From an optimization exercise on the open Yosys and OpenROAD flow, aimed at small area and a short achievable clock period; shortcuts taken in it are not production practice. The RTL was checked by simulation tests, not by an equivalence proof against the original design. Power and IR drop assume default switching activity.

Setup of the previous run:
==> flow/design.v <==
`default_nettype none
`timescale 1ns/1ps
package cpu_pkg;
	localparam logic [1:0] CL_OTHER = 2'b00;
	localparam logic [1:0] CL_LW    = 2'b01;
	localparam logic [1:0] CL_SW    = 2'b10;
	localparam logic [1:0] CL_ADDI  = 2'b11;
	localparam logic [2:0] SO_ADD = 3'd0;
	localparam logic [2:0] SO_SUB = 3'd1;
	localparam logic [2:0] SO_AND = 3'd2;
	localparam logic [2:0] SO_OR  = 3'd3;
	localparam logic [2:0] SO_SLT = 3'd4;
	localparam logic [2:0] SO_SLL = 3'd5;
	localparam logic [2:0] SO_BEQ = 3'd6;
	localparam logic [2:0] SO_J   = 3'd7;
endpackage
`default_nettype wire
`default_nettype none
`timescale 1ns/1ps
import cpu_pkg::*;
module cpu (
	input  wire logic                clk,
	input  wire logic                rst_n,
	input  wire logic                prog_we,
	input  wire logic [6-1:0] prog_addr,
	input  wire logic [31:0]         prog_data,
	output logic                     wb_valid,
	output logic [4:0]               wb_rd,
	output logic [31:0]              wb_data,
	output logic                     store_valid,
	output logic [31:0]              store_addr,
	output logic [31:0]              store_data
);
	logic [27:0] enc;
	always_comb begin
		enc = '0;  
		case (prog_data[31:26])
			6'h08: enc = {CL_ADDI, prog_data[25:0]};
			6'h2b: enc = {CL_SW, prog_data[25:0]};
			6'h23: enc = {CL_LW, prog_data[25:0]};
			6'h04: enc = {CL_OTHER, prog_data[25:16], prog_data[5:0], 7'd0, SO_BEQ};
			6'h02: enc = {CL_OTHER, 10'd0, prog_data[5:0], 7'd0, SO_J};
			6'h00: begin
				enc[27:6] = {CL_OTHER, prog_data[25:6]};
				case (prog_data[5:0])
					6'h22: enc[2:0] = SO_SUB;
					6'h24: enc[2:0] = SO_AND;
					6'h25: enc[2:0] = SO_OR;
					6'h2a: enc[2:0] = SO_SLT;
					6'h00: enc[2:0] = SO_SLL;
					default: enc[2:0] = SO_ADD;
				endcase
			end
			default: enc = '0;
		endcase
	end
	logic [27:0] imem [2**6];
	always_ff @(posedge clk) begin
		if (prog_we) begin
			imem[prog_addr] <= enc;
		end
	end
	logic [5:0]  pc;
	logic        d_valid;      
	logic [27:0] d_ins;
	logic [5:0]  d_pcn;
	logic        e_we;         
	logic        e_sw;
	logic        e_lw;
	logic        e_beq;
	logic        e_j;
	logic        e_arith, e_and, e_or, e_slt, e_sll;
	logic [4:0]  e_dst;
	logic [4:0]  e_shamt;
	logic [5:0]  e_tgt;
	logic [31:0] e_a;          
	logic [31:0] e_p;          
	logic        e_cin;
	logic [31:0] e_rt;
	logic        m_we;         
	logic        m_sw;
	logic        m_lw;
	logic        m_br;
	logic [5:0]  m_tgt;
	logic [4:0]  m_dst;
	logic [31:0] m_res;
	logic [31:0] m_rt;
	logic [31:0] m_wd;         
	logic [31:1] w_oh;         
	logic [31:0] w_data;       
	logic [7:0]  m_lo;         
	logic [7:0]  m_rhi;        
	logic [7:0]  m_whi;        
	logic        m_aw;         
	logic        branch_taken;
	logic        jump_taken;
	assign branch_taken = m_br;
	assign jump_taken = e_j;
	logic [5:0] pc_plus1;
	assign pc_plus1 = pc + 6'd1;
	always_ff @(posedge clk) begin
		if (!rst_n) begin
			pc <= '0;
		end else if (branch_taken) begin
			pc <= m_tgt;
		end else if (jump_taken) begin
			pc <= e_tgt;
		end else begin
			pc <= pc_plus1;
		end
	end
	logic [7:0] pc_lo, pc_hi;
	always_ff @(posedge clk) begin
		for (int k = 0; k < 8; k++) begin
			if (!rst_n) begin
				pc_lo[k] <= k == 0;
				pc_hi[k] <= k == 0;
			end else if (branch_taken) begin
				pc_lo[k] <= m_tgt[2:0] == 3'(k);
				pc_hi[k] <= m_tgt[5:3] == 3'(k);
			end else if (jump_taken) begin
				pc_lo[k] <= e_tgt[2:0] == 3'(k);
				pc_hi[k] <= e_tgt[5:3] == 3'(k);
			end else begin
				pc_lo[k] <= pc_lo[(k + 7) % 8];
				pc_hi[k] <= pc_lo[7] ? pc_hi[(k + 7) % 8] : pc_hi[k];
			end
		end
	end
	logic [27:0] ins;
	always_comb begin
		ins = '0;
		for (int h = 0; h < 8; h++) begin
			logic [27:0] grp;
			grp = '0;
			for (int l = 0; l < 8; l++) grp |= {28{pc_lo[l]}} & imem[8 * h + l];
			ins |= {28{pc_hi[h]}} & grp;
		end
	end
	logic [7:0] d_rs_lo, d_rt_lo;
	logic [3:0] d_rs_hi, d_rt_hi;
	always_ff @(posedge clk) begin
		d_valid <= rst_n & ~jump_taken & ~branch_taken;
		d_ins <= ins;
		d_pcn <= pc_plus1;
		for (int k = 0; k < 8; k++) begin
			d_rs_lo[k] <= ins[23:21] == 3'(k);
			d_rt_lo[k] <= ins[18:16] == 3'(k);
		end
		for (int k = 0; k < 4; k++) begin
			d_rs_hi[k] <= ins[25:24] == 2'(k);
			d_rt_hi[k] <= ins[20:19] == 2'(k);
		end
	end
	logic [31:0] regs [1:31];
	logic [4:0]  rt, rd;
	logic [31:0] rs_data, rt_data;
	logic [1:0]  cls;
	logic [2:0]  so;
	logic        is_other, is_r, is_addi, is_lw, is_sw, is_beq, is_j;
	logic [4:0]  dst;
	logic [31:0] imm;
	assign rt = d_ins[20:16];
	assign rd = d_ins[15:11];
	assign cls = d_ins[27:26];
	assign so = d_ins[2:0];
	assign is_other = cls == CL_OTHER;
	assign is_addi = cls == CL_ADDI;
	assign is_lw = cls == CL_LW;
	assign is_sw = cls == CL_SW;
	assign is_r = is_other && so[2:1] != 2'b11;
	assign is_beq = is_other && so == SO_BEQ;
	assign is_j = is_other && so == SO_J;
	assign dst = is_other ? rd : rt;
	assign imm = {{16{d_ins[15]}}, d_ins[15:0]};
	always_comb begin
		rs_data = '0;
		rt_data = '0;
		for (int h = 0; h < 4; h++) begin
			logic [31:0] gs, gt;
			gs = '0;
			gt = '0;
			for (int l = 0; l < 8; l++) begin
				if (8 * h + l != 0) begin
					gs |= {32{d_rs_lo[l]}} & regs[8 * h + l];
					gt |= {32{d_rt_lo[l]}} & regs[8 * h + l];
				end
			end
			rs_data |= {32{d_rs_hi[h]}} & gs;
			rt_data |= {32{d_rt_hi[h]}} & gt;
		end
	end
	always_ff @(posedge clk) begin
		for (int i = 1; i < 32; i++) begin
			if (w_oh[i]) regs[i] <= w_data;
		end
	end
	logic        inv;
	logic [31:0] opb;
	assign inv = is_other && (so == SO_SUB || so == SO_SLT);
	assign opb = is_other ? (rt_data ^ {32{inv}}) : imm;
	logic kill_d;
	assign kill_d = ~rst_n | jump_taken | branch_taken | ~d_valid;
	always_ff @(posedge clk) begin
		e_we <= ~kill_d & (is_r | is_addi | is_lw) & (dst != 5'd0);
		e_sw <= ~kill_d & is_sw;
		e_lw <= ~kill_d & is_lw;
		e_beq <= ~kill_d & is_beq;
		e_j <= ~kill_d & is_j;
		e_arith <= ~is_other | so == SO_ADD | so == SO_SUB;
		e_and <= is_other & so == SO_AND;
		e_or <= is_other & so == SO_OR;
		e_slt <= is_other & so == SO_SLT;
		e_sll <= is_other & so == SO_SLL;
		e_dst <= dst;
		e_shamt <= d_ins[10:6];
		e_tgt <= is_j ? d_ins[15:10] : d_pcn + d_ins[15:10];
		e_p <= rs_data ^ opb;
		e_a <= rs_data;
		e_cin <= inv;
		e_rt <= rt_data;
	end
	logic [31:0] e_g, c, sum, res;
	assign e_g = e_a & ~e_p;                            
	logic        lt, eq;
	always_comb begin
		logic [31:0] g, p, gn, pn;
		g = e_g;
		p = e_p;
		g[0] = g[0] | (p[0] & e_cin);
		for (int d = 1; d < 32; d = d * 2) begin
			gn = g;
			pn = p;
			for (int i = d; i < 32; i++) begin
				gn[i] = g[i] | (p[i] & g[i-d]);
				pn[i] = p[i] & p[i-d];
			end
			g = gn;
			p = pn;
		end
		c = {g[30:0], e_cin};
	end
	assign sum = e_p ^ c;                               
	assign lt = e_p[31] ? ~c[31] : e_g[31];             
	assign eq = e_p == 32'd0;                           
	always_comb begin
		res = ({32{e_arith}} & sum)
		    | ({32{e_and}} & e_g)
		    | ({32{e_or}} & (e_a | e_p))
		    | ({32{e_slt}} & {31'd0, lt})
		    | ({32{e_sll}} & (e_rt << e_shamt));
	end
	logic [7:0] dlo, dhi;
	always_comb begin
		for (int k = 0; k < 8; k++) begin
			dlo[k] = sum[4:2] == 3'(k);
			dhi[k] = sum[7:5] == 3'(k);
		end
	end
	logic kill_e;
	assign kill_e = ~rst_n | branch_taken;
	always_ff @(posedge clk) begin
		m_we <= ~kill_e & e_we;
		m_sw <= ~kill_e & e_sw;
		m_lw <= ~kill_e & e_lw;
		m_br <= ~kill_e & e_beq & eq;
		m_tgt <= e_tgt;
		m_dst <= e_dst;
		m_res <= res;
		m_rt <= e_rt;
		m_wd <= e_rt & {32{e_sw}};
		m_lo <= dlo;
		m_rhi <= dhi & {8{e_lw}};
		m_whi <= dhi & {8{~kill_e & e_sw}};
		m_aw <= ~kill_e & e_we & ~e_lw;
	end
	logic [31:0] dmem [2**6];
	logic [31:0] ld;
	always_ff @(posedge clk) begin
		for (int k = 0; k < 64; k++) begin
			if (m_whi[k / 8] && m_lo[k % 8]) dmem[k] <= m_wd;
		end
	end
	always_comb begin
		ld = '0;
		for (int h = 0; h < 8; h++) begin
			logic [31:0] grp;
			grp = '0;
			for (int l = 0; l < 8; l++) grp |= {32{m_lo[l]}} & dmem[8 * h + l];
			ld |= {32{m_rhi[h]}} & grp;
		end
	end
	assign store_valid = m_sw;
	assign store_addr = m_res;
	assign store_data = m_rt;
	always_ff @(posedge clk) begin
		wb_valid <= rst_n & m_we;
		wb_rd <= m_dst;
		wb_data <= ld | (m_res & {32{~m_lw}});
		w_data <= ld | (m_res & {32{m_aw}});
		for (int i = 1; i < 32; i++) w_oh[i] <= rst_n & m_we & (m_dst == 5'(i));
	end
endmodule
`default_nettype wire
export LEC_CHECK = 0
export ABC_CLOCK_PERIOD_IN_PS = 2500
export CAP_MARGIN = 20
export CORE_MARGIN = 2
export CORE_UTILIZATION = 45
export CTS_CLUSTER_DIAMETER = 80
export CTS_CLUSTER_SIZE = 24
export SETUP_SLACK_MARGIN = 2.7
export SLEW_MARGIN = 20
create_clock -name core_clock -period 5.2 [get_ports {clk}]
standard.sh (not shown) runs the stock make flow with config.mk's settings and CLKGATE_MAP_FILE= SYNTH_SCRIPT=/design/flow/synth_recipe.tcl, a recipe that flattens the netlist after the stock synthesis.
==> flow/flow/run.sh <==
#!/bin/bash
# The standard layout, with plain buffers (not delay cells) on the ports and
# the resizer free to swap a cell for one of another footprint.
set -euo pipefail
bash standard.sh MATCH_CELL_FOOTPRINT=0 \
	"BUFFER_PORTS_ARGS=-buffer_cell sky130_fd_sc_hd__buf_4" \
	finish > standard.log 2>&1
> inputs changed (the previous run -> the current run)
-- flow/design.v --
<<< the previous run, line 90
	logic [31:0] w_data;       
	logic [7:0]  m_lo;         
	logic [7:0]  m_rhi;        
	logic [7:0]  m_whi;        
	logic        m_aw;         
>>> the current run, line 90
	logic [31:0] w_data;       
	logic [7:0]  m_lo;         
	logic [63:0] m_rsel;       
	logic [7:0]  m_whi;        
	logic        m_aw;         
<<< the previous run, line 271
		m_wd <= e_rt & {32{e_sw}};
		m_lo <= dlo;
		m_rhi <= dhi & {8{e_lw}};
		m_whi <= dhi & {8{~kill_e & e_sw}};
		m_aw <= ~kill_e & e_we & ~e_lw;
>>> the current run, line 271
		m_wd <= e_rt & {32{e_sw}};
		m_lo <= dlo;
		for (int k = 0; k < 64; k++) m_rsel[k] <= dhi[k / 8] & dlo[k % 8] & e_lw;
		m_whi <= dhi & {8{~kill_e & e_sw}};
		m_aw <= ~kill_e & e_we & ~e_lw;
<<< the previous run, line 284
	always_comb begin
		ld = '0;
		for (int h = 0; h < 8; h++) begin
			logic [31:0] grp;
			grp = '0;
			for (int l = 0; l < 8; l++) grp |= {32{m_lo[l]}} & dmem[8 * h + l];
			ld |= {32{m_rhi[h]}} & grp;
		end
	end
	assign store_valid = m_sw;
>>> the current run, line 284
	always_comb begin
		ld = '0;
		for (int k = 0; k < 64; k++) ld |= {32{m_rsel[k]}} & dmem[k];
	end
	assign store_valid = m_sw;
Findings:
The current run has final RePlAce weighted congestion above what the previous run had. In the tables for the current run and the previous run, critical path depth reads higher with the current run. Per the comparison of the current run with the previous run, part of the cycle the worst path needs climbed 1.8 points, switching power as a share of total power shows a reduction of 2.6 points, worst slew margin relative to its limit has decreased. Least setup slack across all paths after layout down 0.091 ns in the current run wrt the previous run. Half-perimeter wire length after placement ends up lower on the previous run. For the current run, the critical path capture point was d_rs_lo[0]$_DFF_P_, unlike the previous run, where it was wb_data[17]$_DFF_P_. Design area: the current run vs the previous run up 1.1%. Number of synthesized register bits: the current run higher than the previous run. Comparing the current run and the previous run, the higher proportion of layout cells with a drive suffix above 1 was measured on the current run. Of the two values seen for master of the slowest instance on the critical path, sky130_fd_sc_hd__dfxtp_4 was produced by the current run and sky130_fd_sc_hd__a22oi_2 by the previous run. Relative to the previous run, sequential power increased by about 1% in the current run. The current run reached the end of the flow, and the finished layout is clean on the timing, design-rule and antenna checks. Looking at combinational power, the current run sits below the previous run. Diff the previous run -> the current run | count of antenna diodes in the layout | up by more than 100%.

port drivers added, routing unchanged:
The flow's constraints put no driver on any port. The routed layouts listed below were extracted and timed again, unchanged, in two steps. Step 1, drivers: a clkbuf_16 drives clk and a buf_2 each remaining input, both assumed. Step 2 moves the port delays by t, midway between the first and last clock arrival at a register: inputs arrive t later, outputs are due t later. That takes back most of the time a late clock gives input paths. a / b / c = ideal / step 1 / step 2; a / b = the first two.
| run | t, ns | setup WS [ns] | slew at the worst register clock pin (ns) |
|---|---|---|---|
| the previous run | 1.047 | 2.530 / 2.499 / 1.662 | 0.10 / 0.10 |
| the current run | 1.099 | 2.439 / 2.398 / 1.523 | 0.10 / 0.10 |
After both steps every run listed still meets setup and hold. The setup slack of the current run, which loses most, moves by -0.041 ns with the drivers and by -0.916 ns with both steps.
